This design comes from an exercise in tuning for small area on the open sky130 flow, not from production work.
Where RTL was checked, it was by simulation tests only, not by an equivalence proof against the original.
Only the layout flow was run in run 7; the RTL was not checked for function there.
No activity file was given, so power comes from the tool's default toggle rates.

===== flow/design.v =====
module decode_issue_queue #(
  parameter int DEPTH = 8
) (
  input  logic        clk,
  input  logic        resetn,
  input  logic        flush,
  input  logic [1:0]  in_en,
  input  logic [63:0] in_instr,
  input  logic [63:0] in_pcplus4,
  input  logic [1:0]  in_exc,
  input  logic [1:0]  in_pred,
  output logic        in_ready,
  output logic [1:0]  out_valid,
  output logic [63:0] out_instr,
  output logic [63:0] out_pcplus4,
  output logic [1:0]  out_exc,
  output logic [1:0]  out_pred,
  input  logic        out_ready
);
  localparam int PW = $clog2(DEPTH);
  localparam int CW = PW + 1;
  localparam int RW = PW - 1;       
  localparam int NR = DEPTH / 2;    
  localparam int EW = 66;           
  typedef struct packed {
    logic [31:0] instr;
    logic [31:0] pc4;
    logic        exc;
    logic        pred;
  } entry_t;
  logic [PW-1:0] r_tail;
  logic          r_h0;                   
  logic [NR-1:0] r_hsel_ev, r_hsel_od;    
  logic [CW-1:0] r_count;
  entry_t        w_in0, w_in1, w_din_ev, w_din_od;
  entry_t        w_rd_ev, w_rd_od;
  entry_t        w_e0, w_e1;
  logic [CW-1:0] w_npush, w_npop;
  logic          w_ge1, w_ge2, w_br0, w_push;
  logic [RW-1:0] w_trow, w_trow1;
  function automatic logic f_br(input logic [5:0] op, input logic [5:0] fn);
    f_br = (op >= 6'h01 && op <= 6'h07) || (op == 6'h00 && (fn == 6'h08 || fn == 6'h09));
  endfunction
  assign w_in0 = {in_instr[31:0],  in_pcplus4[31:0],  in_exc[0], in_pred[0]};
  assign w_in1 = {in_instr[63:32], in_pcplus4[63:32], in_exc[1], in_pred[1]};
  assign w_din_ev = r_tail[0] ? w_in1 : w_in0;
  assign w_din_od = r_tail[0] ? w_in0 : w_in1;
  assign w_trow   = r_tail[PW-1:1];
  assign w_trow1  = r_tail[PW-1:1] + RW'(1);
  assign w_push   = in_ready;
  logic [NR*EW-1:0] w_ev, w_od;
  for (genvar r = 0; r < NR; r++) begin : g_row
    entry_t r_ev, r_od;
    logic   w_we_ev, w_we_od;
    assign w_we_ev = w_push && (r_tail[0] ? (in_en[1] && w_trow1 == RW'(r))
                                          : (in_en[0] && w_trow  == RW'(r)));
    assign w_we_od = w_push && w_trow == RW'(r) && (r_tail[0] ? in_en[0] : in_en[1]);
    always_ff @(posedge clk) begin
      if (w_we_ev) r_ev <= ~w_din_ev;
      if (w_we_od) r_od <= ~w_din_od;
    end
    assign w_ev[r * EW +: EW] = r_ev;
    assign w_od[r * EW +: EW] = r_od;
  end
  always_comb begin
    w_rd_ev = '0;
    w_rd_od = '0;
    for (int r = 0; r < NR; r++) begin
      w_rd_ev = w_rd_ev | (w_ev[r * EW +: EW] & {EW{r_hsel_ev[r]}});
      w_rd_od = w_rd_od | (w_od[r * EW +: EW] & {EW{r_hsel_od[r]}});
    end
  end
  assign w_e0      = ~(r_h0 ? w_rd_od : w_rd_ev);
  assign w_e1      = ~(r_h0 ? w_rd_ev : w_rd_od);
  assign w_ge1    = (r_count != '0);
  assign w_ge2    = (r_count >= CW'(2));
  assign w_br0    = f_br(w_e0.instr[31:26], w_e0.instr[5:0]);
  assign in_ready = (r_count <= CW'(DEPTH - 2));
  function automatic logic f_ser(input logic [5:0] op, input logic [5:0] fn);
    f_ser = (op == 6'h10) || (op == 6'h00 && (fn == 6'h0C || fn == 6'h0D));
  endfunction
  function automatic logic f_md(input logic [5:0] op, input logic [5:0] fn);
    f_md = (op == 6'h00) && (fn[5:3] == 3'b011 || fn[5:2] == 4'b0100);
  endfunction
  function automatic logic [4:0] f_dest(input logic [5:0] op, input logic [4:0] rt,
                                        input logic [4:0] rd);
    logic [4:0] d;
    d = 5'd0;
    if (op == 6'h00)                                d = rd;
    else if (op == 6'h03)                           d = 5'd31;
    else if (op[5:3] == 3'b001 || op[5:3] == 3'b100) d = rt;
    else if (op == 6'h01 && rt[4])                  d = 5'd31;
    f_dest = d;
  endfunction
  function automatic logic f_rt_src(input logic [5:0] op);
    f_rt_src = (op == 6'h00) || (op == 6'h04) || (op == 6'h05) || (op[5:3] == 3'b101);
  endfunction
  logic [5:0] w_op0, w_op1, w_fn0, w_fn1;
  logic [4:0] w_dest0, w_rs1, w_rt1;
  logic       w_raw, w_exc, w_pair_ok;
  assign w_op0   = w_e0.instr[31:26];
  assign w_fn0   = w_e0.instr[5:0];
  assign w_op1   = w_e1.instr[31:26];
  assign w_fn1   = w_e1.instr[5:0];
  assign w_rs1   = w_e1.instr[25:21];
  assign w_rt1   = w_e1.instr[20:16];
  assign w_dest0 = f_dest(w_op0, w_e0.instr[20:16], w_e0.instr[15:11]);
  assign w_raw   = (w_dest0 != 5'd0) &&
                   (w_dest0 == w_rs1 || (f_rt_src(w_op1) && w_dest0 == w_rt1));
  assign w_exc   = w_e0.exc | w_e1.exc;
  always_comb begin
    w_pair_ok = 1'b1;
    if (w_br0)
      w_pair_ok = !(w_raw || w_exc);
    else if (f_br(w_op1, w_fn1) || (w_e0.instr[31] && w_e1.instr[31]) ||
             f_ser(w_op0, w_fn0) || f_ser(w_op1, w_fn1) ||
             (f_md(w_op0, w_fn0) && f_md(w_op1, w_fn1)) || w_raw || w_exc)
      w_pair_ok = 1'b0;
  end
  assign out_valid[1] = w_ge2 && w_pair_ok;
  assign out_valid[0] = w_br0 ? (w_ge2 && w_pair_ok) : w_ge1;
  assign w_npush = in_ready  ? (CW'(in_en[0]) + CW'(in_en[1]))         : '0;
  assign w_npop  = out_ready ? (CW'(out_valid[0]) + CW'(out_valid[1])) : '0;
  logic w_adv_ev, w_adv_od;
  assign w_adv_ev = w_npop[1] || (w_npop[0] && !r_h0);
  assign w_adv_od = w_npop[1] || (w_npop[0] && r_h0);
  always_ff @(posedge clk or negedge resetn) begin
    if (!resetn) begin
      r_h0      <= 1'b0;
      r_hsel_ev <= NR'(1);
      r_hsel_od <= NR'(1);
      r_tail    <= '0;
      r_count   <= '0;
    end else if (flush) begin
      r_h0      <= 1'b0;
      r_hsel_ev <= NR'(1);
      r_hsel_od <= NR'(1);
      r_tail    <= '0;
      r_count   <= '0;
    end else begin
      r_tail  <= r_tail + PW'(w_npush);
      r_h0    <= r_h0 ^ w_npop[0];
      if (w_adv_ev) r_hsel_ev <= {r_hsel_ev[NR-2:0], r_hsel_ev[NR-1]};
      if (w_adv_od) r_hsel_od <= {r_hsel_od[NR-2:0], r_hsel_od[NR-1]};
      r_count <= r_count + w_npush - w_npop;
    end
  end
  assign out_instr   = {w_e1.instr, w_e0.instr};
  assign out_pcplus4 = {w_e1.pc4, w_e0.pc4};
  assign out_exc     = {w_e1.exc, w_e0.exc};
  assign out_pred    = {w_e1.pred, w_e0.pred};
endmodule

===== flow/flow/run.sh =====
#!/bin/bash
# The standard layout (the standard.sh, standard synthesis unchanged) with two knobs:
# port buffers use the smallest buffer cell, and CTS uses larger sink clusters of small
# clock buffers, without dummy loads.
set -euo pipefail
export BUFFER_PORTS_ARGS="-buffer_cell sky130_fd_sc_hd__buf_1"
export CTS_ARGS="-sink_clustering_enable -repair_clock_nets -dont_use_dummy_load -sink_clustering_size 30 -sink_clustering_max_diameter 150 -buf_list {sky130_fd_sc_hd__clkbuf_8 sky130_fd_sc_hd__clkbuf_16}"
export RECOVER_POWER=100
bash standard.sh finish > flow_make.log 2>&1

===== flow/standard.sh =====
#!/bin/bash
# synth_recipe.tcl (not shown) runs the flow's synth.tcl, then flattens the netlist and writes it again
# the make line also repeats each setting of config.mk as NAME=value (left out here)
make -C /OpenROAD-flow-scripts/flow DESIGN_CONFIG=/design/flow/config.mk WORK_HOME=/design/flow/orfs CLKGATE_MAP_FILE= SYNTH_SCRIPT=/design/flow/synth_recipe.tcl "${@:-finish}"

===== flow/config.mk =====
export PLATFORM = sky130hd
export DESIGN_NAME = decode_issue_queue
export DESIGN_NICKNAME = decode_issue_queue
export VERILOG_FILES = /design/flow/design.v
export SDC_FILE = /design/flow/constraint.sdc
export NUM_CORES = 4
export LEC_CHECK = 0
export CAP_MARGIN = 20
export CORE_MARGIN = 2
export CORE_UTILIZATION = 40
export SLEW_MARGIN = 20

===== flow/constraint.sdc =====
create_clock -name core_clock -period 6.0 [get_ports {clk}]
set_input_delay 1.2000 -clock core_clock [delete_from_list [all_inputs] [get_ports {clk}]]
set_output_delay 1.2000 -clock core_clock [all_outputs]
set_load 0.01 [all_outputs]

==> out/results.md, run 1 <==
• cell internal pwr: 7.30 mW
• Worst Setup Path Type: reg -> out
• detail-routed via count per cell: 5.79
• Worst-Margin Slew: 2880 ps
• routability-driven placement congestion ratio: 0.874
• sequential share of the synthesized area: 70.2%
• CTS tree: built
• remaining routing DRC violations: 0
• combinational family with the most area after synthesis: compound AO/OA/AOI/OAI gates
• net count of the finished layout: 1949
• number of antenna violations at the first check in global routing: 4
• required time of the worst setup path: 4800 ps
• average size of a mapped cell: 14.7 um^2
• Port Buffers: 272
• clock transition at the registers of the reported paths: 110 ps
• leading cell types by total area after synthesis: edfxtp_1 68%, a22oi_1 8.2%, mux2i_1 6.1%
• dpl cell area: 0.0250 mm^2
• Die Area: 0.0598 mm^2
• area added between synthesis and finish: 10.0%
• number of unique standard cell types used by synthesis: 74
• core area: 0.0575 mm^2
• cell area after synthesis: 0.0231 mm^2
• share of power burned in the clock network: 14.3%
• unrepaired setup endpoints after global routing: false
• total net switching power: 4.87 mW
• Pleak: 7.96 nW
• maximum number of pins on one net before global-route repair: 94
• iteration-0 DRC count of the detailed router: 1181
• parity-gate share of the synthesized area counting xor and xnor cells: 0.492%
• number of primary I/O pins: 273
• clock sinks: 544
• Synth Flop Type: edfxtp_1
• most common cell after layout, fill and taps aside: edfxtp_1
• GRT Residual Overflow: 0
• drt pass-1 iters: 7
• maximum count of clock buffers along a single path: 3
• Yosys top cell area share: 68.5%
• fmax: 0.181 GHz
• post-route worst hold slack: 702 ps
• number of global-route vias before repair: 14500
• Avg WL per Cell: 25.2 um
• combinational group share of total power: 41.2%
• number of warnings issued by yosys: 1
• switching part of the total power: 40.0%
• die height: 245 um
• multiplexer share of the synthesized area: 6.20%
• outcome: failed layout checks
• fraction of final layout cells with drive strength greater than 1: 5.13%
• number of failing hold endpoints at the final stage: 0
• post-synth top area cell: edfxtp_1
• post-route clock skew: 47.6 ps
• combined area of the multi-input logic cells: 0.00630 mm^2
• crit path DAT: 4320 ps
• worst supply voltage drop on vdd: 0.238 mV
• reasons for failing layout checks: max-capacitance violations, max-slew violations
• post-cts hold buffer count: 0
• clock latency at the later pin of the worst-skew pair: 560 ps
• Die Width: 245 um
• Seq cells post-synth: 544
• shortest clock period the worst path allows after layout: 5520 ps
• compound-cell area share of the yosys netlist: 13.4%
• aggregate routed wire length: 64400 um
• synthesized netlist net count: 1723
• commonest cells after routing, fill and taps aside: 528 x edfxtp_1, 269 x buf_1, 256 x a22oi_1, 140 x mux2i_1, 138 x nand3_1
• sequential power share: 44.5%
• worst min-delay path class: reg -> reg
• Final Total Pwr: 12.2 mW
• fillers: 5229
• TritonCTS Buffers: 22
• Resize count post-CTS: 0
• register area: 0.0163 mm^2
• power density over the cells: 478 mW/mm^2
• global router's overall resource usage: 20.9%
• max-capacitance violation count: 9
• type of element launching the critical path: flip-flop
• post-CTS setup buffers: 0
• number of cells produced by synthesis: 1571
• Root Driver: clkbuf_16
• global-route wire length before repair: 93300 um
• largest driver fanout on the critical path: 25
• deepest level of the CTS H-tree: 1
• sum of negative setup slack: 0 ps
• share of the clock period used by the worst path after layout: 92.0%
• kind of end point of the critical path: primary output
• half-perimeter wire length after detailed placement: 41100 um
• number of nets still failing antenna checks after routing: 0
• Vias: 14800
• share of synthesized flip-flops with an asynchronous set or reset: 2.94%
• fraction of the mapped netlist area in simple logic gates: 6.30%
• post-synthesis adder-cell area fraction: 0.854%
• number of pins with negative max-slew slack in the final report: 266
• number of synthesized flops with an enable pin: 528
• final non-filler cell area: 0.0255 mm^2
• Slew headroom: -92.3%
• Initial Util: 40.3%
• # rows: 88
• number of failing setup endpoints in the final timing report: 0
## worst max-delay path: stages, from the launching register on
cell and delay [ps]:
dfrtp_1 1100, a22oi_1 200, and3_1 270, or2_0 370, nor4_4 600, nand2_1 140
a221oi_1 370, nand3_1 150, a221oi_2 280, buf_1 260
## cell type report
class                   instances  area share, %
inverters                      21          0.319
multi-input cells             900           24.7
well taps                     765           3.76
repair buffers                308           5.15
flip-flops and latches        544           63.9
diodes                          1        0.00983
clock buffers                  22           2.16
## Yosys cell counts (all sizes together), types with 2 or more instances
cell	count
o211ai	2
a31oi	4
and3	8
o2111ai	3
dfstp	2
nor3b	3
nand2	85
a311oi	2
nor4	6
xnor2	7
nand3	139
nor3	3
edfxtp	528
dfrtp	14
inv	21
a21oi	7
a211o	3
o311ai	2
a211oi	2
a2111oi	2
xor2	6
nand4	2
and2	7
a22oi	264
clkbuf	39
a221oi	2
fa	3
mux2i	140
o31ai	2
nor2	22
or2	3
buf	67
or3	4
nor2b	8
o21ai	119
mux2	3
ha	11
o21a	9
o221ai	3
## metal layers
metal	GRT usage, %	routed length (um)
met1	29.3	28000
met2	34.6	30800
met3	3.46	4420
met4	4.21	1220
met5	0	31
## per-stage QoR
| step | worst slack (ps) | std cells | util (%) |
|---|---|---|---|
| final | 479 | 2561 | 44.3 |
| after floorplan | 1080 | 1571 | - |
| after detailed placement | 739 | 2537 | 43.5 |
| after global routing | 164 | 2561 | 44.3 |
| after CTS | 611 | 2559 | 44.5 |
| after global placement | 753 | 2537 | 43.5 |
## sequential cells by signal, summed over array words and instances (netlist names)
register,count
r_hsel_ev,4
r_hsel_od,4
r_h0,1
g_row.r_od,264
r_count,4
r_tail,3
g_row.r_ev,264
## worst paths after layout
path	end	startpoint	slack, ps	cells past startpoint
max	out_valid[1]	r_hsel_ev[3]$_DFFE_PN0P_	480	9
min	r_count[0]$_DFF_PN0_	r_count[0]$_DFF_PN0_	700	2
max reg2reg	r_count[3]$_DFF_PN0_	r_hsel_ev[3]$_DFFE_PN0P_	540	18
min reg2reg	r_count[0]$_DFF_PN0_	r_count[0]$_DFF_PN0_	700	2
max in group asynchronous	r_h0$_DFF_PN0_	resetn	4560	1
min in group asynchronous	r_hsel_ev[2]$_DFFE_PN0P_	resetn	750	1
## cell families (layout without fill, tap and decap cells)
| kind of cell | Yosys count | in the layout |
|---|---|---|
| adders and majority gates | 14 | 14 |
| muxes | 143 | 143 |
| and+or+nand+nor | 296 | 296 |
| other | 0 | 1 |
| xor gates and xnor gates | 13 | 13 |
| buffers and inverters | 127 | 351 |
| AOI/OAI and AO/OA | 434 | 434 |
| DFF | 544 | 544 |
## power groups by stage
stage | registers (mW) | logic [mW] | clock network (mW)
2_1_floorplan | 5.30 | 3.27 | 0
3_3_place_gp | 5.48 | 4.96 | 0
3_5_place_dp | 5.50 | 5.03 | 0
4_1_cts | 5.41 | 5.05 | 1.78
5_1_grt | 5.47 | 5.47 | 1.89
6_report | 5.41 | 5.01 | 1.74
==> run 2, diff against run 1 <==
--- a/flow/flow/run.sh
+++ b/flow/flow/run.sh
@@ -6,4 +6,3 @@
 export BUFFER_PORTS_ARGS="-buffer_cell sky130_fd_sc_hd__buf_1"
 export CTS_ARGS="-sink_clustering_enable -repair_clock_nets -dont_use_dummy_load -sink_clustering_size 30 -sink_clustering_max_diameter 150 -buf_list {sky130_fd_sc_hd__clkbuf_8 sky130_fd_sc_hd__clkbuf_16}"
-export RECOVER_POWER=100
 bash standard.sh finish > flow_make.log 2>&1
==> out/results.md, run 2 <==
• # rows: 88, unchanged
• maximum number of pins on one net before global-route repair: 94, unchanged
• outcome: finished clean
• number of unique standard cell types used by synthesis: 74, unchanged
• number of antenna violations at the first check in global routing: 4, unchanged
• maximum count of clock buffers along a single path: 3, unchanged
• Slew headroom: 26.0%, +120 points
• cell depth of the worst flop-to-flop path: 18, unchanged
• Root Driver: clkbuf_16
• commonest cells after routing, fill and taps aside: 528 x edfxtp_1, 272 x buf_1, 254 x a22oi_1, 140 x mux2i_1, 138 x nand3_1
• sequential share of the synthesized area: 70.2%, unchanged
• Seq cells post-synth: 544, unchanged
• sum of negative setup slack: 0 ps, unchanged
• leading cell types by total area after synthesis: edfxtp_1 68%, a22oi_1 8.2%, mux2i_1 6.1%
• Port Buffers: 272, unchanged
• drt pass-1 iters: 9, +2
• fraction of final layout cells with drive strength greater than 1: 6.07%, +0.95 points
• source of the critical timing path: r_hsel_od[0]$_DFFE_PN1P_
• number of primary I/O pins: 273, unchanged
• Final Total Pwr: 12.2 mW, about the same
• half-perimeter wire length after detailed placement: 41100 um, unchanged
• die height: 245 um, unchanged
• fraction of the mapped netlist area in simple logic gates: 6.30%, unchanged
• Initial Util: 40.3%, unchanged
• deepest level of the CTS H-tree: 1, unchanged
• core area: 0.0575 mm^2, unchanged
• number of failing setup endpoints in the final timing report: 0, unchanged
• count leader, synth: edfxtp_1
• clock sinks: 544, unchanged
• shortest clock period the worst path allows after layout: 5400 ps, -126 ps
• clock transition at the registers of the reported paths: 110 ps, about the same
• number of global-route vias before repair: 14500, unchanged
• detail-routed via count per cell: 5.77, -0.22%
• Die Width: 245 um, unchanged
• required time of the worst setup path: 4800 ps, about the same
• post-route clock skew: 52.8 ps, +5.21 ps
• post-route worst hold slack: 701 ps, -1.23 ps
• worst supply voltage drop on vdd: 0.237 mV, -0.62%
• post-cts hold buffer count: 0, unchanged
• global router's overall resource usage: 20.9%, unchanged
• max-capacitance violation count: 0, -9
• post-synth top area cell: edfxtp_1
• area added between synthesis and finish: 10.5%
• power density over the cells: 476 mW/mm^2, -0.40%
• combinational family with the most area after synthesis: compound AO/OA/AOI/OAI gates
• iteration-0 DRC count of the detailed router: 1111, -5.9%
• CTS tree: built
• parity-gate share of the synthesized area counting xor and xnor cells: 0.492%, unchanged
• compound-cell area share of the yosys netlist: 13.4%, unchanged
• number of cells traversed by the worst hold path: 2, unchanged
• most common cell after layout, fill and taps aside: edfxtp_1
• number of cells produced by synthesis: 1571, unchanged
• synthesized netlist net count: 1723, unchanged
• average size of a mapped cell: 14.7 um^2, unchanged
• Worst-Margin Slew: 1110 ps, -1780 ps
• Crit Reg-Reg Endpoint: r_count[3]$_DFF_PN0_
• Die Area: 0.0598 mm^2, unchanged
• share of the clock period used by the worst path after layout: 89.9%, -2.1 points
• crit path DAT: 4200 ps, -120 ps
• number of pins with negative max-slew slack in the final report: 0, -100%
• Avg WL per Cell: 25.2 um, about the same
• remaining routing DRC violations: 0, unchanged
• worst-path cell chain: a22oi_1 > and3_1 > or2_1 > nor4_4 > nand2_1 > a221oi_1 > nand3_1 > a221oi_2 > buf_1
• type of element launching the critical path: flip-flop
• Setup crit end: out_valid[1]
• fmax: 0.185 GHz, +2.3%
• multiplexer share of the synthesized area: 6.20%, unchanged
• clock latency at the later pin of the worst-skew pair: 560 ps, about the same
• worst min-delay path class: reg -> reg
• number of synthesized flops with an enable pin: 528, unchanged
• post-CTS setup buffers: 0, unchanged
• stage delay of the slowest cell on the critical path: 1020 ps, -80 ps
• Resize count post-CTS: 0, unchanged
• cell at the slowest stage of the critical path: dfstp_2
• net count of the finished layout: 1949, unchanged
• largest registers: g_row.r_ev: 264 flops, g_row.r_od: 264 flops
• routability-driven placement congestion ratio: 0.874, unchanged
• share of synthesized flip-flops with an asynchronous set or reset: 2.94%, unchanged
• Worst Setup Path Type: reg -> out
• aggregate routed wire length: 64400 um, about the same
• reg2reg start: r_hsel_od[0]$_DFFE_PN1P_
• GRT Residual Overflow: 0, unchanged
• unrepaired setup endpoints after global routing: false
• post-synthesis adder-cell area fraction: 0.854%, unchanged
• Pleak: 8.01 nW, +0.64%
• kind of end point of the critical path: primary output
• number of warnings issued by yosys: 1, unchanged
• cell area after synthesis: 0.0231 mm^2, unchanged
• Yosys top cell area share: 68.5%, unchanged
• Vias: 14800, -0.22%
• largest driver fanout on the critical path: 25, unchanged
• number of nets still failing antenna checks after routing: 0, unchanged
• global-route wire length before repair: 93300 um, unchanged
• number of failing hold endpoints at the final stage: 0, unchanged
• Register-to-Register Setup Slack: 670 ps, +130 ps
• cell types with the highest counts after synthesis: 528 x edfxtp_1, 254 x a22oi_1, 140 x mux2i_1
• TritonCTS Buffers: 22, unchanged
• Synth Flop Type: edfxtp_1
-- run 2: cell count changes in the layout (fill, tap and decap cells not counted), sizes merged --
cell    before  now
clkbuf      35   22
buf        295  308
-- run 2: critical path: cells and delay by family (launching register included) --
family                 cells  cell delay [ps]
flip-flops                 1             1020
buffers and inverters      1              270
AO/OA/AOI/OAI              3              880
AND/OR/NAND/NOR            5             1450
-- run 2: power breakdown --
| part | switching [mW] | total (mW) | leakage (nW) | internal, mW |
|---|---|---|---|---|
| clock network | 1.07 | 1.74 | 0.271 | 0.663 |
| logic | 3.47 | 5.03 | 2.73 | 1.56 |
| registers | 0.348 | 5.41 | 5.02 | 5.06 |
| total | 4.89 | 12.2 | 8.01 | 7.28 |
-- run 2: worst min-delay path by stage --
stage                         startpoint              endpoint  slack (ps)
floorplan            r_tail[0]$_DFF_PN0_   r_tail[0]$_DFF_PN0_         580
detailed placement  r_count[0]$_DFF_PN0_  r_count[0]$_DFF_PN0_         670
global placement    r_count[0]$_DFF_PN0_  r_count[0]$_DFF_PN0_         660
CTS                 r_count[0]$_DFF_PN0_  r_count[0]$_DFF_PN0_         700
global route        r_count[0]$_DFF_PN0_  r_count[0]$_DFF_PN0_         770
finish              r_count[0]$_DFF_PN0_  r_count[0]$_DFF_PN0_         700
-- run 2: kinds of logic (layout without fill, tap and decap cells) --
logic type               Yosys count  after routing
AO/OA/AOI/OAI                    434            434
XOR/XNOR                          13             13
adder cells (fa/ha/maj)           14             14
buffers and inverters            127            351
flip-flops                       544            544
multiplexers                     143            143
other                              0              1
AND/OR/NAND/NOR                  296            296
-- run 2: layout make-up --
cell class / count / area, um^2
tap: 765 / 957
timing repair buffer: 308 / 1340
multi-input combinational: 900 / 6370
inverter: 21 / 81.3
sequential: 544 / 16300
antenna: 1 / 2.50
fill: 5210 / 31900
clock buffer: 22 / 551
-- run 2: metal layers --
metal | vias to the layer above | share of wire (%) | track usage, % | routed length (um)
li1 | 6690 | - | - | -
met4 | 6 | 1.9 | 4.21 | 1200
met1 | 7526 | 44 | 29.3 | 28200
met2 | 496 | 48 | 34.6 | 30700
met3 | 69 | 6.7 | 3.46 | 4310
met5 | - | 0.048 | 0 | 31
-- run 2: metrics by stage --
stage	setup WS (ps)	util (%)	instances	area, um^2
6_report	605	44.5	2561	25600
3_3_place_gp	753	43.5	2537	25000
4_1_cts	611	44.5	2559	25600
5_1_grt	328	44.5	2561	25600
3_5_place_dp	739	43.5	2537	25000
2_1_floorplan	1080	-	1571	23200
==> run 3, diff against run 2 <==
--- a/flow/config.mk
+++ b/flow/config.mk
@@ -9,3 +9,5 @@
 export CORE_MARGIN = 2
 export CORE_UTILIZATION = 40
+export GPL_ROUTABILITY_DRIVEN = 0
+export GPL_TIMING_DRIVEN = 0
 export SLEW_MARGIN = 20
==> out/results.md, run 3 <==
• combined area of the multi-input logic cells: 0.00637 mm^2, unchanged
• cell types with the highest counts after synthesis: 528 x edfxtp_1, 254 x a22oi_1, 140 x mux2i_1
• Yosys top cell area share: 68.5%, unchanged
• number of synthesized flops with an enable pin: 528, unchanged
• cell at the slowest stage of the critical path: clkbuf_1
• post-CTS setup buffers: 0, unchanged
• worst supply voltage drop on vdd: 0.235 mV, -0.86%
• die height: 245 um, unchanged
• Register-to-Register Setup Slack: 370 ps, -300 ps
• category of cells accounting for the largest share of critical-path delay: buffers and inverters
• aggregate routed wire length: 70900 um, +10%
• net count of the finished layout: 2052, +5.3%
• shortest clock period the worst path allows after layout: 5840 ps, +446 ps
• Vias: 15500, +4.6%
• reg2reg start: r_h0$_DFF_PN0_
• worst-path cell chain: inv_1 > buf_2 > clkbuf_1 > buf_2 > buf_2 > clkbuf_1 > clkbuf_1 > o21ai_0 > buf_1
• crit path DAT: 4640 ps, +440 ps
• share of the clock period used by the worst path after layout: 97.3%, +7.4 points
• Avg WL per Cell: 26.6 um, +5.8%
• most common cell after layout, fill and taps aside: edfxtp_1
• remaining routing DRC violations: 0, unchanged
• kind of end point of the critical path: primary output
• number of pins with negative max-slew slack in the final report: 0, unchanged
• largest registers: g_row.r_ev: 264 flops, g_row.r_od: 264 flops
• power density over the cells: 479 mW/mm^2, +0.67%
• cell count after placement: 2640, +4.1%
• post-placement worst setup slack: 427 ps, -312 ps
• Final Worst Setup Slack: 159 ps, -446 ps
• required time of the worst setup path: 4800 ps, about the same
• Seq cells post-synth: 544, unchanged
• post-synth top area cell: edfxtp_1
• CTS tree: built
• detail-routed via count per cell: 5.80, +0.45%
• synthesized netlist net count: 1723, unchanged
• dpl cell area: 0.0257 mm^2, +3.0%
• drt pass-1 iters: 5, -4
• iteration-0 DRC count of the detailed router: 1571, +41%
• cell depth of the worst flop-to-flop path: 18, unchanged
• worst min-delay path class: reg -> reg
• maximum number of pins on one net before global-route repair: 31, -67%
• leading cell types by total area after synthesis: edfxtp_1 68%, a22oi_1 8.2%, mux2i_1 6.1%
• Port Buffers: 272, unchanged
• outcome: finished clean
• fmax: 0.171 GHz, -7.6%
• number of warnings issued by yosys: 1, unchanged
• Worst Setup Path Type: reg -> out
• deepest level of the CTS H-tree: 1, unchanged
• number of cells traversed by the worst hold path: 2, unchanged
• global router's overall resource usage: 23.2%, +2.2 points
• number of global-route vias before repair: 15500, +6.6%
• critical hold path startpoint: r_tail[0]$_DFF_PN0_
• average size of a mapped cell: 14.7 um^2, unchanged
• GRT Residual Overflow: 0, unchanged
• final non-filler cell area: 0.0263 mm^2, +2.9%
• final std cells w/o fill: 2666, +4.1%
• Root Driver: clkbuf_16
• stage delay of the slowest cell on the critical path: 670 ps, -350 ps
• post-route worst hold slack: 650 ps, -50.8 ps
• clock transition at the registers of the reported paths: 110 ps, about the same
• register area: 0.0163 mm^2, about the same
• global-route wire length before repair: 102000 um, +8.9%
• Resize count post-CTS: 0, unchanged
• number of failing setup endpoints in the final timing report: 0, unchanged
• number of primary I/O pins: 273, unchanged
• post-route clock skew: 66.6 ps, +13.9 ps
• share of synthesized flip-flops with an asynchronous set or reset: 2.94%, unchanged
• worst min-delay path endpoint: r_tail[0]$_DFF_PN0_
• max-capacitance violation count: 0, unchanged
• count leader, synth: edfxtp_1
• Die Area: 0.0598 mm^2, unchanged
• type of element launching the critical path: flip-flop
• number of nets still failing antenna checks after routing: 0, unchanged
• half-perimeter wire length after detailed placement: 51100 um, +24%
• Initial Util: 40.3%, unchanged
• sequential share of the synthesized area: 70.2%, unchanged
• buffers plus inverters on the worst setup path: 8, +7
• Pleak: 8.34 nW, +4.1%
• number of cells produced by synthesis: 1571, unchanged
• number of unique standard cell types used by synthesis: 74, unchanged
• fraction of final layout cells with drive strength greater than 1: 6.95%, +0.88 points
• Die Width: 245 um, unchanged
• number of antenna violations at the first check in global routing: 12, +8
• commonest cells after routing, fill and taps aside: 528 x edfxtp_1, 305 x buf_1, 254 x a22oi_1, 140 x mux2i_1, 138 x nand3_1
• Crit Reg-Reg Endpoint: r_count[3]$_DFF_PN0_
• clock latency at the later pin of the worst-skew pair: 590 ps, +30 ps
• Synth Flop Type: edfxtp_1
• post-cts hold buffer count: 0, unchanged
• unrepaired setup endpoints after global routing: false
• Slew headroom: 27.2%, +1.2 points
• # rows: 88, unchanged
• cell area after synthesis: 0.0231 mm^2, unchanged
• fillers: 5218, +0.15%
• clock sinks: 544, unchanged
• Worst-Margin Slew: 1080 ps, -29.3 ps
• number of failing hold endpoints at the final stage: 0, unchanged
• largest driver fanout on the critical path: 10, -60%
• area added between synthesis and finish: 13.7%
• maximum count of clock buffers along a single path: 3, unchanged
• core area: 0.0575 mm^2, unchanged
• TritonCTS Buffers: 22, unchanged
run 3: cell counts after synthesis:
No cell type changed its count.
run 3: final cells by class:
cell class / instances / share of cell area, %
flip-flops and latches: 544 / 61.8
multi-input cells: 900 / 24.2
repair buffers: 305 / 6.00
well taps: 765 / 3.64
clock buffers: 22 / 2.09
plain buffers: 106 / 1.96
inverters: 21 / 0.299
diodes: 3 / 0.0285
run 3: stage by stage:
stage               util, %  power [mW]  TNS (ps)
floorplan                 -        8.58         0
global placement       43.7        10.7   -672750
detailed placement     44.8        10.9         0
CTS                    45.8        12.6         0
global route           45.8        13.2         0
finish                 45.8        12.6         0
run 3: worst reg2reg max path, cell delays in order (launching register included):
cell and delay [ps]:
dfrtp_1 500, inv_1 190, buf_2 270, clkbuf_1 510, buf_2 400, buf_2 370
o21ai_0 470, xnor2_1 430, o32ai_2 150, a21oi_1 480, ha_1 260, and2_1 210
fa_1 430, inv_1 100, ha_1 230, a21o_1 180, a21oi_1 180, xnor2_1 140
nor2_1 50
run 3: cell families (layout without fill, tap and decap cells):
kind of cell               Yosys count  after routing  share of synthesized area [%]
and+or+nand+nor                    296            296                           6.30
muxes                              143            143                           6.20
other                                0              3                              0
AOI/OAI and AO/OA                  434            434                           13.4
xor gates and xnor gates            13             13                          0.492
DFF                                544            544                           70.2
adders and majority gates           14             14                          0.854
buffers and inverters              127            454                           2.54
run 3: per-layer routing:
| layer | vias up | GRT usage [%] | wire (um) |
|---|---|---|---|
| met2 | 610 | 38.6 | 34400 |
| met3 | 86 | 5.25 | 5510 |
| li1 | 6896 | - | - |
| met1 | 7853 | 30.9 | 29400 |
| met5 | - | 0 | 125 |
| met4 | 18 | 5.27 | 1560 |
run 3: power by group:
part | internal [mW] | switching [mW] | leakage, nW
registers | 5.05 | 0.172 | 5.03
logic | 1.76 | 3.88 | 3.04
clock network | 0.664 | 1.08 | 0.271
run 3: worst max path at each step:
| stage | to | depth (start not counted) | start | slack, ps |
|---|---|---|---|---|
| 4_1_cts | out_instr[46] | 9 | r_h0$_DFF_PN0_ | 210 |
| 2_1_floorplan | g_row[0].r_ev[0]$_DFFE_PP_ | 3 | in_en[0] | 1080 |
| 6_report | out_instr[46] | 9 | r_h0$_DFF_PN0_ | 160 |
| 3_3_place_gp | g_row[0].r_ev[22]$_DFFE_PP_ | 4 | in_en[0] | -2290 |
| 3_5_place_dp | r_count[3]$_DFF_PN0_ | 20 | r_hsel_ev[0]$_DFFE_PN1P_ | 430 |
| 5_1_grt | out_instr[46] | 9 | r_h0$_DFF_PN0_ | 10 |
==> run 4, diff against run 3 <==
--- a/flow/config.mk
+++ b/flow/config.mk
@@ -6,8 +6,6 @@
 export NUM_CORES = 4
 export LEC_CHECK = 0
-export CAP_MARGIN = 20
+export CAP_MARGIN = 0
 export CORE_MARGIN = 2
 export CORE_UTILIZATION = 40
-export GPL_ROUTABILITY_DRIVEN = 0
-export GPL_TIMING_DRIVEN = 0
-export SLEW_MARGIN = 20
+export SLEW_MARGIN = 0
==> out/results.md, run 4 <==
• outcome: finished clean
• core area: 0.0575 mm^2, unchanged
• number of global-route vias before repair: 14500, -6.2%
• number of cells produced by synthesis: 1571, unchanged
• global router's overall resource usage: 20.9%, -2.2 points
• number of primary I/O pins: 273, unchanged
• dpl cell area: 0.0250 mm^2, -2.9%
• cell types with the highest counts after synthesis: 528 x edfxtp_1, 254 x a22oi_1, 140 x mux2i_1
• routability-driven placement congestion ratio: 0.874
• total net switching power: 4.89 mW, -4.8%
• worst min-delay path class: reg -> reg
• power density over the cells: 476 mW/mm^2, -0.60%
• Seq cells post-synth: 544, unchanged
• post-route clock skew: 49.5 ps, -17.2 ps
• clock transition at the registers of the reported paths: 110 ps, about the same
• largest registers: g_row.r_ev: 264 flops, g_row.r_od: 264 flops
• Final Total Pwr: 12.2 mW, -3.5%
• net count of the finished layout: 1948, -5.1%
• remaining routing DRC violations: 0, unchanged
• number of synthesized flops with an enable pin: 528, unchanged
• clock latency at the later pin of the worst-skew pair: 560 ps, -30 ps
• area added between synthesis and finish: 10.4%
• sequential power share: 44.4%, +3.0 points
• CTS tree: built
• synthesized netlist net count: 1723, unchanged
• # rows: 88, unchanged
• post-CTS setup buffers: 0, unchanged
• final core occ: 44.5%, -1.3 points
• fraction of final layout cells with drive strength greater than 1: 6.02%, -0.93 points
• Pleak: 8.00 nW, -4.1%
• Synth Flop Type: edfxtp_1
• category of cells accounting for the largest share of critical-path delay: simple AND/OR/NAND/NOR gates
• crit path DAT: 4210 ps, -430 ps
• Port Buffers: 272, unchanged
• number of failing setup endpoints in the final timing report: 0, unchanged
• post-cts hold buffer count: 0, unchanged
• worst-path cell chain: a22oi_1 > and3_1 > or2_1 > nor4_4 > nand2_1 > a221oi_1 > nand3_1 > a221oi_2 > buf_1
• sequential share of the synthesized area: 70.2%, unchanged
• GRT Max-Usage Layer: met2
• Root Driver: clkbuf_16
• shortest clock period the worst path allows after layout: 5410 ps, -430 ps
• Resize count post-CTS: 0, unchanged
• maximum number of pins on one net before global-route repair: 94, +200%
• type of element launching the critical path: flip-flop
• required time of the worst setup path: 4800 ps, about the same
• worst supply voltage drop on vdd: 0.237 mV, +1.0%
• cell at the slowest stage of the critical path: dfstp_2
• met2 demand-to-capacity share in global routing: 34.6%, -4.0 points
• leading cell types by total area after synthesis: edfxtp_1 68%, a22oi_1 8.2%, mux2i_1 6.1%
• clock sinks: 544, unchanged
• drt pass-1 iters: 8, +3
• iteration-0 DRC count of the detailed router: 1148, -27%
• global-route track usage on met1: 29.3%, -1.6 points
• GR Layer Usage met3: 3.46%, -1.8 points
• number of failing hold endpoints at the final stage: 0, unchanged
• number of warnings issued by yosys: 1, unchanged
• cell internal pwr: 7.28 mW, -2.5%
• unrepaired setup endpoints after global routing: false
• cell area after synthesis: 0.0231 mm^2, unchanged
• Avg WL per Cell: 25.2 um, -5.4%
• aggregate routed wire length: 64500 um, -9.1%
• deepest level of the CTS H-tree: 1, unchanged
• detail-routed via count per cell: 5.78, -0.42%
• commonest cells after routing, fill and taps aside: 528 x edfxtp_1, 272 x buf_1, 254 x a22oi_1, 140 x mux2i_1, 138 x nand3_1
• switching part of the total power: 40.1%, -0.57 points
• fmax: 0.185 GHz, +7.9%
• count leader, synth: edfxtp_1
• Initial Util: 40.3%, unchanged
• average size of a mapped cell: 14.7 um^2, unchanged
• largest driver fanout on the critical path: 25, +15
• die height: 245 um, unchanged
• Worst Setup Path Type: reg -> out
• GRT Residual Overflow: 0, unchanged
• share of synthesized flip-flops with an asynchronous set or reset: 2.94%, unchanged
• most common cell after layout, fill and taps aside: edfxtp_1
• number of pins with negative max-slew slack in the final report: 0, unchanged
• kind of end point of the critical path: primary output
• number of nets still failing antenna checks after routing: 0, unchanged
• combinational group share of total power: 41.3%, -3.5 points
• buffers plus inverters on the worst setup path: 1, -7
• Vias: 14800, -4.4%
• global-route wire length before repair: 93300 um, -8.2%
• share of the clock period used by the worst path after layout: 90.2%, -7.2 points
• Die Width: 245 um, unchanged
• final non-filler cell area: 0.0256 mm^2, -2.9%
• Die Area: 0.0598 mm^2, unchanged
• Slew headroom: 24.4%, -2.8 points
• max-capacitance violation count: 0, unchanged
• number of antenna violations at the first check in global routing: 4, -8
• TritonCTS Buffers: 22, unchanged
• half-perimeter wire length after detailed placement: 41100 um, -20%
• Yosys top cell area share: 68.5%, unchanged
• share of power burned in the clock network: 14.3%, +0.5 points
• post-synth top area cell: edfxtp_1
• Worst-Margin Slew: 1130 ps, +51.2 ps
• maximum count of clock buffers along a single path: 3, unchanged
• stage delay of the slowest cell on the critical path: 1030 ps, +360 ps
• number of unique standard cell types used by synthesis: 74, unchanged
• sum of negative setup slack: 0 ps, unchanged
[run 4: changes by cell type in the layout (fill, tap and decap cells not counted), moves of 13 or more]
| cell | before | now |
|---|---|---|
| buf_2 | 13 | 0 |
| buf_6 | 16 | 0 |
| buf_1 | 305 | 272 |
| clkbuf_1 | 38 | 0 |
| buf_4 | 12 | 32 |
[run 4: path summary, 6_finish.rpt]
path	from	end	slack [ps]	cells past startpoint
worst max-delay path	r_hsel_od[0]$_DFFE_PN1P_	out_valid[1]	590	9
worst min-delay path	r_count[0]$_DFF_PN0_	r_count[0]$_DFF_PN0_	710	2
worst max register to register	r_hsel_od[0]$_DFFE_PN1P_	r_count[3]$_DFF_PN0_	660	18
worst min register to register	r_count[0]$_DFF_PN0_	r_count[0]$_DFF_PN0_	710	2
max in group asynchronous	resetn	r_h0$_DFF_PN0_	4560	1
min in group asynchronous	resetn	r_hsel_ev[2]$_DFFE_PN0P_	750	1
[run 4: per-layer routing]
layer	share of wire [%]	routed length, um
met5	0.048	31
met3	7.1	4590
met1	43	27900
met4	1.8	1180
met2	48	30700
[run 4: per-stage QoR]
stage / instances / setup WS [ps] / hold WS [ps]
4_1_cts: 2559 / 611 / 701
3_5_place_dp: 2537 / 739 / 667
2_1_floorplan: 1571 / 1080 / 583
3_3_place_gp: 2537 / 753 / 658
5_1_grt: 2560 / 328 / 768
6_report: 2560 / 589 / 709
[run 4: worst reg2reg max path, delay by kind of cell (launching register included)]
kind                     cells  cell delay, ps
flip-flops                   1            1030
multiplexers                 1             180
buffers and inverters        1              60
adder cells (fa/ha/maj)      3            1050
XOR/XNOR                     1             140
AND/OR/NAND/NOR              6            1580
AO/OA/AOI/OAI                6            1170
[run 4: cell type report]
class / count / area, um^2
fillers: 5212 / 31900
flip-flops and latches: 544 / 16300
multi-input cells: 900 / 6370
repair buffers: 307 / 1320
well taps: 765 / 957
clock buffers: 22 / 551
inverters: 21 / 81.3
diodes: 1 / 2.50
[run 4: kinds of logic (layout without fill, tap and decap cells)]
| group | Yosys count | after routing | share of synthesized area (%) |
|---|---|---|---|
| flip-flops | 544 | 544 | 70.2 |
| buffers and inverters | 127 | 350 | 2.54 |
| other | 0 | 1 | 0 |
| AO/OA/AOI/OAI | 434 | 434 | 13.4 |
| XOR/XNOR | 13 | 13 | 0.492 |
| multiplexers | 143 | 143 | 6.20 |
| AND/OR/NAND/NOR | 296 | 296 | 6.30 |
| adder cells (fa/ha/maj) | 14 | 14 | 0.854 |
[run 4: power groups by stage]
stage / Sequential, mW / Clock (mW) / Combinational [mW]
2_1_floorplan: 5.30 / 0 / 3.27
3_3_place_gp: 5.48 / 0 / 4.96
3_5_place_dp: 5.50 / 0 / 5.03
4_1_cts: 5.41 / 1.78 / 5.05
5_1_grt: 5.46 / 1.89 / 5.48
6_report: 5.41 / 1.74 / 5.02
==> run 5, diff against run 4 <==
--- a/flow/config.mk
+++ b/flow/config.mk
@@ -6,6 +6,6 @@
 export NUM_CORES = 4
 export LEC_CHECK = 0
-export CAP_MARGIN = 0
+export CAP_MARGIN = 5
 export CORE_MARGIN = 2
 export CORE_UTILIZATION = 40
-export SLEW_MARGIN = 0
+export SLEW_MARGIN = 5
==> out/results.md, run 5 <==
• cell area after synthesis: 0.0231 mm^2, unchanged
• TritonCTS Buffers: 22, unchanged
• worst-path cell chain: a22oi_1 > and3_1 > or2_1 > nor4_4 > nand2_1 > a221oi_1 > nand3_1 > a221oi_2 > buf_1
• detail-routed via count per cell: 5.78, unchanged
• stage delay of the slowest cell on the critical path: 1030 ps, about the same
• post-cts hold buffer count: 0, unchanged
• Synth Flop Type: edfxtp_1
• outcome: finished clean
• maximum number of pins on one net before global-route repair: 94, unchanged
• number of unique standard cell types used by synthesis: 74, unchanged
• largest driver fanout on the critical path: 25, unchanged
• Worst Setup Path Type: reg -> out
• sequential share of the synthesized area: 70.2%, unchanged
• # rows: 88, unchanged
• Vias: 14800, unchanged
• Worst-Margin Slew: 1130 ps, unchanged
• post-CTS setup buffers: 0, unchanged
• CTS tree: built
• clock transition at the registers of the reported paths: 110 ps, about the same
• fraction of the mapped netlist area in simple logic gates: 6.30%, unchanged
• leading cell types by total area after synthesis: edfxtp_1 68%, a22oi_1 8.2%, mux2i_1 6.1%
• combinational family with the most area after synthesis: compound AO/OA/AOI/OAI gates
• Avg WL per Cell: 25.2 um, unchanged
• GRT Residual Overflow: 0, unchanged
• max-capacitance violation count: 0, unchanged
• crit path DAT: 4210 ps, about the same
• category of cells accounting for the largest share of critical-path delay: simple AND/OR/NAND/NOR gates
• Final Worst Setup Slack: 589 ps, unchanged
• fraction of final layout cells with drive strength greater than 1: 6.02%, unchanged
• post-placement worst setup slack: 739 ps, unchanged
• Die Area: 0.0598 mm^2, unchanged
• global router's overall resource usage: 20.9%, unchanged
• kind of end point of the critical path: primary output
• global-route wire length before repair: 93300 um, unchanged
• compound-cell area share of the yosys netlist: 13.4%, unchanged
• number of warnings issued by yosys: 1, unchanged
• final core occ: 44.5%, unchanged
• share of the clock period used by the worst path after layout: 90.2%, unchanged
• required time of the worst setup path: 4800 ps, about the same
• post-synthesis adder-cell area fraction: 0.854%, unchanged
• cell at the slowest stage of the critical path: dfstp_2
• cell types with the highest counts after synthesis: 528 x edfxtp_1, 254 x a22oi_1, 140 x mux2i_1
• shortest clock period the worst path allows after layout: 5410 ps, unchanged
• average size of a mapped cell: 14.7 um^2, unchanged
• power density over the cells: 476 mW/mm^2, unchanged
• die height: 245 um, unchanged
• type of element launching the critical path: flip-flop
• number of nets still failing antenna checks after routing: 0, unchanged
• number of failing setup endpoints in the final timing report: 0, unchanged
• unrepaired setup endpoints after global routing: false
• area added between synthesis and finish: 10.4%, unchanged
• drt pass-1 iters: 8, unchanged
• Slew headroom: 24.4%, unchanged
• most common cell after layout, fill and taps aside: edfxtp_1
• multiplexer share of the synthesized area: 6.20%, unchanged
• parity-gate share of the synthesized area counting xor and xnor cells: 0.492%, unchanged
• number of pins with negative max-slew slack in the final report: 0, unchanged
• post-synth top area cell: edfxtp_1
• clock sinks: 544, unchanged
• half-perimeter wire length after detailed placement: 41100 um, unchanged
• critical hold path startpoint: r_count[0]$_DFF_PN0_
• Resize count post-CTS: 0, unchanged
• Pleak: 8.00 nW, unchanged
• count leader, synth: edfxtp_1
• reg2reg start: r_hsel_od[0]$_DFFE_PN1P_
• remaining routing DRC violations: 0, unchanged
• core area: 0.0575 mm^2, unchanged
• share of synthesized flip-flops with an asynchronous set or reset: 2.94%, unchanged
• aggregate routed wire length: 64500 um, unchanged
• clock latency at the later pin of the worst-skew pair: 560 ps, about the same
• buffers plus inverters on the worst setup path: 1, unchanged
• largest registers: g_row.r_ev: 264 flops, g_row.r_od: 264 flops
• fillers: 5212, unchanged
• routability-driven placement congestion ratio: 0.874, unchanged
• iteration-0 DRC count of the detailed router: 1148, unchanged
• number of antenna violations at the first check in global routing: 4, unchanged
• net count of the finished layout: 1948, unchanged
• synthesized netlist net count: 1723, unchanged
• sum of negative setup slack: 0 ps, unchanged
• number of failing hold endpoints at the final stage: 0, unchanged
• Port Buffers: 272, unchanged
• cell count after placement: 2537, unchanged
• worst min-delay path class: reg -> reg
• Root Driver: clkbuf_16
• Initial Util: 40.3%, unchanged
• worst supply voltage drop on vdd: 0.237 mV, unchanged
• number of cells produced by synthesis: 1571, unchanged
• Seq cells post-synth: 544, unchanged
• Yosys top cell area share: 68.5%, unchanged
• number of global-route vias before repair: 14500, unchanged
• final std cells w/o fill: 2560, unchanged
• number of primary I/O pins: 273, unchanged
• maximum count of clock buffers along a single path: 3, unchanged
• post-route clock skew: 49.5 ps, unchanged
• deepest level of the CTS H-tree: 1, unchanged
• number of synthesized flops with an enable pin: 528, unchanged
• Die Width: 245 um, unchanged
• source of the critical timing path: r_hsel_od[0]$_DFFE_PN1P_
• fmax: 0.185 GHz, unchanged
• commonest cells after routing, fill and taps aside: 528 x edfxtp_1, 272 x buf_1, 254 x a22oi_1, 140 x mux2i_1, 138 x nand3_1
run 5: cell counts in the layout (fill, tap and decap cells not counted):
Identical to the previous run, type by type.
run 5: through the flow:
stage | hold WS (ps) | power (mW) | area [um^2]
after global routing | 768 | 12.8 | 25600
after global placement | 658 | 10.4 | 25000
after detailed placement | 667 | 10.5 | 25000
after CTS | 701 | 12.2 | 25600
final | 709 | 12.2 | 25600
after floorplan | 583 | 8.58 | 23200
run 5: logic make-up (layout without fill, tap and decap cells):
family / Yosys count / after routing
simple gates: 296 / 296
buf+inv: 127 / 350
other cells: 0 / 1
fa+ha+maj: 14 / 14
compound gates: 434 / 434
xor+xnor: 13 / 13
flops: 544 / 544
mux: 143 / 143
run 5: worst paths after layout:
check                                                 to  slack [ps]  cells after the start
min in group asynchronous       r_hsel_ev[2]$_DFFE_PN0P_         750                      1
worst min-delay path                r_count[0]$_DFF_PN0_         710                      2
max in group asynchronous                 r_h0$_DFF_PN0_        4560                      1
worst max register to register      r_count[3]$_DFF_PN0_         660                     18
worst max-delay path                        out_valid[1]         590                      9
worst min register to register      r_count[0]$_DFF_PN0_         710                      2
run 5: worst min-delay path: cells and delay by family (launching register included):
family	cells	cell delay, ps
flops	1	400
fa+ha+maj	1	150
simple gates	1	120
run 5: cell type report:
cell class	count	area, um^2	area share, %
sequential	544	16300	63.7
timing repair buffer	307	1320	5.17
clock buffer	22	551	2.15
tap	765	957	3.75
inverter	21	81.3	0.318
multi-input combinational	900	6370	24.9
antenna	1	2.50	0.00979
run 5: metal layers:
metal / GRT usage, % / vias to the layer above / part of all wire, %
met5: 0 / - / 0.048
met4: 4.21 / 6 / 1.8
met3: 3.46 / 67 / 7.1
met2: 34.6 / 529 / 48
met1: 29.3 / 7501 / 43
li1: - / 6683 / -
run 5: power breakdown:
group | total [mW] | leakage [nW] | internal, mW | switching [mW]
sequential | 5.41 | 5.02 | 5.06 | 0.349
clock | 1.74 | 0.271 | 0.663 | 1.08
combinational | 5.02 | 2.72 | 1.56 | 3.46
==> run 6, diff against run 5 <==
==> flow/flow/run.sh (replaced) <==
#!/bin/bash
# The standard layout (the standard.sh, standard synthesis unchanged) with two knobs:
# port buffers use the smallest buffer cell, and CTS uses larger sink clusters of small
# clock buffers, without dummy loads.
set -euo pipefail
export BUFFER_PORTS_ARGS="-buffer_cell sky130_fd_sc_hd__buf_1"
export CTS_ARGS="-sink_clustering_enable -repair_clock_nets -dont_use_dummy_load -sink_clustering_size 16 -sink_clustering_max_diameter 100 -buf_list {sky130_fd_sc_hd__clkbuf_8}"
bash standard.sh finish > flow_make.log 2>&1
--- a/flow/config.mk
+++ b/flow/config.mk
@@ -6,6 +6,6 @@
 export NUM_CORES = 4
 export LEC_CHECK = 0
-export CAP_MARGIN = 5
+export CAP_MARGIN = 20
 export CORE_MARGIN = 2
 export CORE_UTILIZATION = 40
-export SLEW_MARGIN = 5
+export SLEW_MARGIN = 20
==> out/results.md, run 6 <==
• global router's overall resource usage: 21.3%, +0.32 points
• number of cells produced by synthesis: 1571, unchanged
• drt pass-1 iters: 5, -3
• combined area of the multi-input logic cells: 0.00637 mm^2, unchanged
• Setup crit end: out_valid[1]
• Vias: 15000, +1.5%
• cell count after placement: 2537, unchanged
• number of pins with negative max-slew slack in the final report: 0, unchanged
• Seq cells post-synth: 544, unchanged
• Worst Setup Path Type: reg -> out
• most common cell after layout, fill and taps aside: edfxtp_1
• Crit Reg-Reg Endpoint: r_count[3]$_DFF_PN0_
• Avg WL per Cell: 25.2 um, about the same
• Root Driver: clkbuf_8
• TritonCTS Buffers: 40, +82%
• number of warnings issued by yosys: 1, unchanged
• detail-routed via count per cell: 5.82, +0.73%
• worst supply voltage drop on vdd: 0.280 mV, +18%
• sequential share of the synthesized area: 70.2%, unchanged
• Worst-Margin Slew: 1100 ps, -26.4 ps
• largest driver fanout on the critical path: 25, unchanged
• iteration-0 DRC count of the detailed router: 984, -14%
• commonest cells after routing, fill and taps aside: 528 x edfxtp_1, 272 x buf_1, 254 x a22oi_1, 140 x mux2i_1, 138 x nand3_1
• Final Total Pwr: 12.2 mW, -0.13%
• Yosys top cell area share: 68.5%, unchanged
• post-cts hold buffer count: 0, unchanged
• fraction of final layout cells with drive strength greater than 1: 7.00%, +0.98 points
• Pleak: 8.03 nW, +0.31%
• final std cells w/o fill: 2579, +0.74%
• sum of negative setup slack: 0 ps, unchanged
• aggregate routed wire length: 64900 um, +0.69%
• Port Buffers: 272, unchanged
• dpl cell area: 0.0250 mm^2, unchanged
• number of failing hold endpoints at the final stage: 0, unchanged
• number of synthesized flops with an enable pin: 528, unchanged
• die height: 245 um, unchanged
• core area: 0.0575 mm^2, unchanged
• max-capacitance violation count: 0, unchanged
• post-synth top area cell: edfxtp_1
• # rows: 88, unchanged
• number of unique standard cell types used by synthesis: 74, unchanged
• cell depth of the worst flop-to-flop path: 18, unchanged
• Die Area: 0.0598 mm^2, unchanged
• fillers: 5219, +0.13%
• global-route wire length before repair: 94000 um, +0.78%
• average size of a mapped cell: 14.7 um^2, unchanged
• post-CTS setup buffers: 0, unchanged
• worst min-delay path class: reg -> reg
• outcome: finished clean
• Slew headroom: 26.3%, +1.9 points
• clock latency at the later pin of the worst-skew pair: 660 ps, +100 ps
• Initial Util: 40.3%, unchanged
• Register-to-Register Setup Slack: 670 ps, about the same
• post-route clock skew: 81.0 ps, +31.6 ps
• maximum number of pins on one net before global-route repair: 94, unchanged
• deepest level of the CTS H-tree: 2, +1
• synthesized netlist net count: 1723, unchanged
• type of element launching the critical path: flip-flop
• unrepaired setup endpoints after global routing: false
• reg2reg start: r_hsel_od[0]$_DFFE_PN1P_
• count leader, synth: edfxtp_1
• crit path DAT: 4210 ps, about the same
• half-perimeter wire length after detailed placement: 41100 um, unchanged
• largest registers: g_row.r_ev: 264 flops, g_row.r_od: 264 flops
• source of the critical timing path: r_hsel_od[0]$_DFFE_PN1P_
• CTS tree: built
• share of synthesized flip-flops with an asynchronous set or reset: 2.94%, unchanged
• remaining routing DRC violations: 0, unchanged
• final non-filler cell area: 0.0256 mm^2, about the same
• area added between synthesis and finish: 10.5%, about the same
• clock transition at the registers of the reported paths: 90 ps, -20 ps
• required time of the worst setup path: 4800 ps, about the same
• cell area after synthesis: 0.0231 mm^2, unchanged
• register area: 0.0163 mm^2, unchanged
• power density over the cells: 475 mW/mm^2, -0.21%
• routability-driven placement congestion ratio: 0.874, unchanged
• Synth Flop Type: edfxtp_1
• number of failing setup endpoints in the final timing report: 0, unchanged
• kind of end point of the critical path: primary output
• clock sinks: 544, unchanged
• final core occ: 44.5%, about the same
• shortest clock period the worst path allows after layout: 5410 ps, -0.162 ps
• number of global-route vias before repair: 14700, +1.3%
• Resize count post-CTS: 0, unchanged
• maximum count of clock buffers along a single path: 3, unchanged
• cell types with the highest counts after synthesis: 528 x edfxtp_1, 254 x a22oi_1, 140 x mux2i_1
• Die Width: 245 um, unchanged
• number of primary I/O pins: 273, unchanged
• number of nets still failing antenna checks after routing: 0, unchanged
• number of antenna violations at the first check in global routing: 4, unchanged
• leading cell types by total area after synthesis: edfxtp_1 68%, a22oi_1 8.2%, mux2i_1 6.1%
• share of the clock period used by the worst path after layout: 90.2%, about the same
• GRT Residual Overflow: 0, unchanged
• fmax: 0.185 GHz, about the same
• net count of the finished layout: 1967, +0.98%
[run 6: layer usage]
layer | GRT usage, % | wire, um | up-vias
met5 | 0 | 36 | -
li1 | - | - | 6718
met2 | 34.7 | 30900 | 523
met3 | 3.75 | 4470 | 86
met4 | 5.67 | 1370 | 6
met1 | 29.4 | 28100 | 7672
[run 6: worst max-delay path, stage by stage, from the launching register on]
cell,delay [ps]
dfstp_2,1010
a22oi_1,220
and3_1,230
or2_1,340
nor4_4,600
nand2_1,150
a221oi_1,380
nand3_1,150
a221oi_2,280
buf_1,270
[run 6: how the worst min path moves through the flow]
stage	from	end	slack, ps	depth (start not counted)
after CTS	r_count[0]$_DFF_PN0_	r_count[0]$_DFF_PN0_	700	2
after floorplan	r_tail[0]$_DFF_PN0_	r_tail[0]$_DFF_PN0_	580	2
after global routing	r_count[0]$_DFF_PN0_	r_count[0]$_DFF_PN0_	760	2
final	r_count[0]$_DFF_PN0_	r_count[0]$_DFF_PN0_	700	2
after detailed placement	r_count[0]$_DFF_PN0_	r_count[0]$_DFF_PN0_	670	2
after global placement	r_count[0]$_DFF_PN0_	r_count[0]$_DFF_PN0_	660	2
[run 6: stage by stage]
step,worst slack [ps],hold WS [ps]
after floorplan,1080,583
after CTS,591,696
after detailed placement,739,667
after global placement,753,658
final,589,696
after global routing,310,763
[run 6: logic make-up (layout without fill, tap and decap cells)]
logic type / after synthesis / in the layout / share of synthesized area, %
AO/OA/AOI/OAI: 434 / 434 / 13.4
XOR/XNOR: 13 / 13 / 0.492
adder cells (fa/ha/maj): 14 / 14 / 0.854
buffers and inverters: 127 / 369 / 2.54
flip-flops: 544 / 544 / 70.2
multiplexers: 143 / 143 / 6.20
other: 0 / 1 / 0
AND/OR/NAND/NOR: 296 / 296 / 6.30
[run 6: power breakdown]
group,switching [mW],internal [mW],total (mW)
combinational,3.47,1.56,5.03
sequential,0.347,5.06,5.41
clock,1.11,0.601,1.71
[run 6: final cells by class]
class	instances	share of cell area [%]
Sequential cell	544	63.6
Multi-Input combinational cell	900	24.9
Timing Repair Buffer	308	5.24
Tap cell	765	3.74
Clock buffer	40	2.15
Inverter	21	0.318
Antenna cell	1	0.00978
==> run 7, diff against run 6 <==
--- a/flow/design.v
+++ b/flow/design.v
@@ -57,6 +57,6 @@
     assign w_we_od = w_push && w_trow == RW'(r) && (r_tail[0] ? in_en[0] : in_en[1]);
     always_ff @(posedge clk) begin
-      if (w_we_ev) r_ev <= ~w_din_ev;
-      if (w_we_od) r_od <= ~w_din_od;
+      if (w_we_ev) r_ev <= w_din_ev;
+      if (w_we_od) r_od <= w_din_od;
     end
     assign w_ev[r * EW +: EW] = r_ev;
@@ -71,6 +71,6 @@
     end
   end
-  assign w_e0      = ~(r_h0 ? w_rd_od : w_rd_ev);
-  assign w_e1      = ~(r_h0 ? w_rd_ev : w_rd_od);
+  assign w_e0      = (r_h0 ? w_rd_od : w_rd_ev);
+  assign w_e1      = (r_h0 ? w_rd_ev : w_rd_od);
   assign w_ge1    = (r_count != '0);
   assign w_ge2    = (r_count >= CW'(2));
==> flow/flow/run.sh (replaced) <==
#!/bin/bash
# The standard layout (the standard.sh, standard synthesis unchanged) with two knobs:
# port buffers use the smallest buffer cell, and CTS uses larger sink clusters of small
# clock buffers, without dummy loads.
set -euo pipefail
export BUFFER_PORTS_ARGS="-buffer_cell sky130_fd_sc_hd__buf_1"
export CTS_ARGS="-sink_clustering_enable -repair_clock_nets -dont_use_dummy_load -sink_clustering_size 30 -sink_clustering_max_diameter 150 -buf_list {sky130_fd_sc_hd__clkbuf_8 sky130_fd_sc_hd__clkbuf_16}"
bash standard.sh finish > flow_make.log 2>&1
==> out/results.md, run 7 <==
• multiplexer share of the synthesized area: 7.06%, +0.86 points
• Synth Flop Type: edfxtp_1
• fraction of final layout cells with drive strength greater than 1: 12.2%, +5.2 points
• reg2reg start: r_hsel_od[1]$_DFFE_PN0P_
• Port Buffers: 272, unchanged
• number of cells produced by synthesis: 1557, -0.89%
• commonest cells after routing, fill and taps aside: 528 x edfxtp_1, 271 x buf_1, 251 x a22oi_1, 136 x mux2_2, 86 x nand2_1
• CTS tree: built
• Die Area: 0.0597 mm^2, -0.22%
• most common cell after layout, fill and taps aside: edfxtp_1
• aggregate routed wire length: 63400 um, -2.3%
• Initial Util: 40.3%, about the same
• core area: 0.0574 mm^2, -0.19%
• leading cell types by total area after synthesis: edfxtp_1 69%, a22oi_1 8.2%, mux2_2 6.6%
• count leader, synth: edfxtp_1
• synthesized netlist net count: 1709, -0.81%
• worst-path cell chain: a22oi_1 > nand3_1 > a222oi_1 > and4_1 > a211oi_1 > or3_1 > o2111ai_1 > a311oi_2 > nor4_1 > buf_1
• largest driver fanout on the critical path: 33, +32%
• Die Width: 244 um, -0.11%
• fraction of the mapped netlist area in simple logic gates: 5.64%, -0.66 points
• TritonCTS Buffers: 22, -45%
• detail-routed via count per cell: 5.86, +0.79%
• Crit Reg-Reg Endpoint: r_count[3]$_DFF_PN0_
• Setup crit end: out_valid[1]
• maximum number of pins on one net before global-route repair: 101, +7.4%
• Register-to-Register Setup Slack: 530 ps, -140 ps
• Pleak: 8.09 nW, +0.76%
• fmax: 0.178 GHz, -3.6%
• crit path DAT: 4410 ps, +200 ps
• global-route wire length before repair: 92000 um, -2.1%
• post-route worst hold slack: 574 ps, -122 ps
• cell area after synthesis: 0.0231 mm^2, -0.22%
• die height: 244 um, -0.11%
• shortest clock period the worst path allows after layout: 5610 ps, +201 ps
• global router's overall resource usage: 20.6%, -0.64 points
• average size of a mapped cell: 14.8 um^2, +0.68%
• number of failing hold endpoints at the final stage: 0, unchanged
• largest registers: g_row.r_ev: 264 flops, g_row.r_od: 264 flops
• share of synthesized flip-flops with an asynchronous set or reset: 2.94%, unchanged
• Resize count post-CTS: 0, unchanged
• compound-cell area share of the yosys netlist: 13.6%, +0.19 points
• drt pass-1 iters: 5, unchanged
• worst min-delay path class: in -> async
• outcome: finished clean
• area added between synthesis and finish: 11.0%
• clock sinks: 544, unchanged
• Slew headroom: 28.7%, +2.4 points
• fillers: 5110, -2.1%
• post-route clock skew: 52.3 ps, -28.7 ps
• Stages on worst setup path: 10, +1
• sum of negative setup slack: 0 ps, unchanged
• cell depth of the worst flop-to-flop path: 18, unchanged
• maximum count of clock buffers along a single path: 3, unchanged
• share of the clock period used by the worst path after layout: 93.5%, +3.3 points
• Vias: 14900, -0.38%
• iteration-0 DRC count of the detailed router: 1546, +57%
• diodes inserted: 0, -1
• number of pins with negative max-slew slack in the final report: 0, unchanged
• parity-gate share of the synthesized area counting xor and xnor cells: 0.341%, -0.15 points
• required time of the worst setup path: 4800 ps, about the same
• combinational family with the most area after synthesis: compound AO/OA/AOI/OAI gates
• number of global-route vias before repair: 14500, -1.2%
• number of unique standard cell types used by synthesis: 56, -24%
• remaining routing DRC violations: 0, unchanged
• worst supply voltage drop on vdd: 0.208 mV, -26%
• routability-driven placement congestion ratio: 0.931, +6.4%
• Final Total Pwr: 12.3 mW, +0.85%
• unrepaired setup endpoints after global routing: false
• number of primary I/O pins: 273, unchanged
• number of antenna violations at the first check in global routing: 3, -1
• source of the critical timing path: r_hsel_od[1]$_DFFE_PN0P_
• clock transition at the registers of the reported paths: 110 ps, +20 ps
• post-synthesis adder-cell area fraction: 0.856%, +0.0019 points
• number of failing setup endpoints in the final timing report: 0, unchanged
• post-synth top area cell: edfxtp_1
• cell at the slowest stage of the critical path: a222oi_1
• post-CTS setup buffers: 0, unchanged
• number of warnings issued by yosys: 1, unchanged
• Worst-Margin Slew: 1070 ps, -38.8 ps
• cell types with the highest counts after synthesis: 528 x edfxtp_1, 251 x a22oi_1, 136 x mux2_2
• # rows: 88, unchanged
• deepest level of the CTS H-tree: 1, -1
• number of synthesized flops with an enable pin: 528, unchanged
• post-cts hold buffer count: 0, unchanged
• number of nets still failing antenna checks after routing: 0, unchanged
• stage delay of the slowest cell on the critical path: 810 ps, -200 ps
• GRT Residual Overflow: 0, unchanged
• net count of the finished layout: 1938, -1.5%
• clock latency at the later pin of the worst-skew pair: 550 ps, -110 ps
• power density over the cells: 478 mW/mm^2, +0.62%
• category of cells accounting for the largest share of critical-path delay: compound AO/OA/AOI/OAI gates
• half-perimeter wire length after detailed placement: 40900 um, -0.46%
• sequential share of the synthesized area: 70.4%, +0.16 points
• Avg WL per Cell: 24.9 um, -1.2%
• Yosys top cell area share: 68.6%, +0.15 points
• type of element launching the critical path: flip-flop
• Worst Setup Path Type: reg -> out
• buffers plus inverters on the worst setup path: 1, unchanged
• Seq cells post-synth: 544, unchanged
• max-capacitance violation count: 0, unchanged
• kind of end point of the critical path: primary output
• Root Driver: clkbuf_16
[run 7: cell types whose count changed after synthesis, moves of 9 or more]
cell,change
a22oi_2,-9
a22o_1,+9
nor2_1,+63
buf_2,-9
mux2i_1,-130
buf_1,-15
inv_1,+9
buf_4,-12
o21ai_0,-99
clkbuf_1,+39
a31oi_1,+58
mux2_2,+133
nand3_1,-65
o21a_1,+37
[run 7: per-stage QoR]
step	cells	setup WS (ps)	utilization [%]	instance area, um^2
floorplan	1557	1080	-	23100
global placement	2526	754	43.7	25100
detailed placement	2526	699	43.7	25100
CTS	2548	496	44.7	25600
global route	2549	194	44.7	25600
finish	2549	388	44.7	25600
[run 7: cells by family (layout without fill, tap and decap cells)]
logic type	after synthesis	after routing
xor+xnor	9	9
flops	544	544
mux	146	146
fa+ha+maj	14	14
buf+inv	131	358
compound gates	424	424
simple gates	289	289
[run 7: metal layers]
| layer | up-vias | routed length, um | GRT usage, % |
|---|---|---|---|
| met1 | 7622 | 27400 | 29.4 |
| met3 | 77 | 5240 | 3.59 |
| met2 | 609 | 29600 | 33.2 |
| met5 | - | 41 | 0 |
| li1 | 6634 | - | - |
| met4 | 6 | 1180 | 4.50 |
[run 7: report_power, final]
group | internal (mW) | switching, mW | total [mW]
Sequential | 5.05 | 0.327 | 5.38
Combinational | 1.69 | 3.46 | 5.15
Clock | 0.664 | 1.06 | 1.72
[run 7: how the worst min path moves through the flow]
stage / from / end / depth (start not counted)
6_report: resetn / r_hsel_od[3]$_DFFE_PN0P_ / 1
5_1_grt: resetn / r_tail[1]$_DFF_PN0_ / 1
4_1_cts: r_count[0]$_DFF_PN0_ / r_count[0]$_DFF_PN0_ / 2
3_5_place_dp: r_count[0]$_DFF_PN0_ / r_count[0]$_DFF_PN0_ / 2
3_3_place_gp: r_count[0]$_DFF_PN0_ / r_count[0]$_DFF_PN0_ / 2
2_1_floorplan: r_count[0]$_DFF_PN0_ / r_count[0]$_DFF_PN0_ / 2
[run 7: final cells by class]
| cell class | count | area (um^2) | area share [%] |
|---|---|---|---|
| flip-flops and latches | 544 | 16300 | 63.5 |
| inverters | 29 | 111 | 0.434 |
| well taps | 765 | 957 | 3.73 |
| repair buffers | 307 | 1330 | 5.19 |
| clock buffers | 22 | 551 | 2.15 |
| multi-input cells | 882 | 6410 | 25.0 |

afterwards: timing with drivers on the ports:
The results above use ideal ports. As a check the final layouts listed here were re-extracted and re-timed, cells and wires unchanged. Step 1 (the two cells are an assumption about what drives the block):
set clk [get_ports {clk}]
set_driving_cell -lib_cell sky130_fd_sc_hd__clkbuf_16 $clk
set_driving_cell -lib_cell sky130_fd_sc_hd__buf_2 [delete_from_list [all_inputs] $clk]
Step 2 times the ports against the registers' clock, not the clock port: input delays grow and output delays shrink by t, the midpoint of the rising clock arrivals with the driver on. a / b / c = no drivers / after step 1 / after step 2; a / b = the first two.
| run | shift t [ns] | slack for setup (ns) | worst setup path after step 2 | latest minus earliest clock arrival (ns) | worst data-port slew with drivers (ns) |
|---|---|---|---|---|---|
| run 1 | 0.606 | 0.479 / 0.420 / 0.540 | register to register | 0.072 / 0.072 | 0.10 |
| run 2 | 0.605 | 0.605 / 0.546 / 0.668 | register to register | 0.071 / 0.071 | 0.11 |
| run 3 | 0.615 | 0.159 / 0.104 / 0.374 | register to register | 0.070 / 0.069 | 0.13 |
| run 4 | 0.607 | 0.589 / 0.529 / 0.655 | register to register | 0.071 / 0.072 | 0.10 |
| run 5 | 0.607 | 0.589 / 0.529 / 0.655 | register to register | 0.071 / 0.072 | 0.10 |
| run 6 | 0.658 | 0.589 / 0.534 / 0.670 | register to register | 0.109 / 0.109 | 0.10 |
| run 7 | 0.596 | 0.388 / 0.329 / 0.529 | register to register | 0.074 / 0.074 | 0.09 |
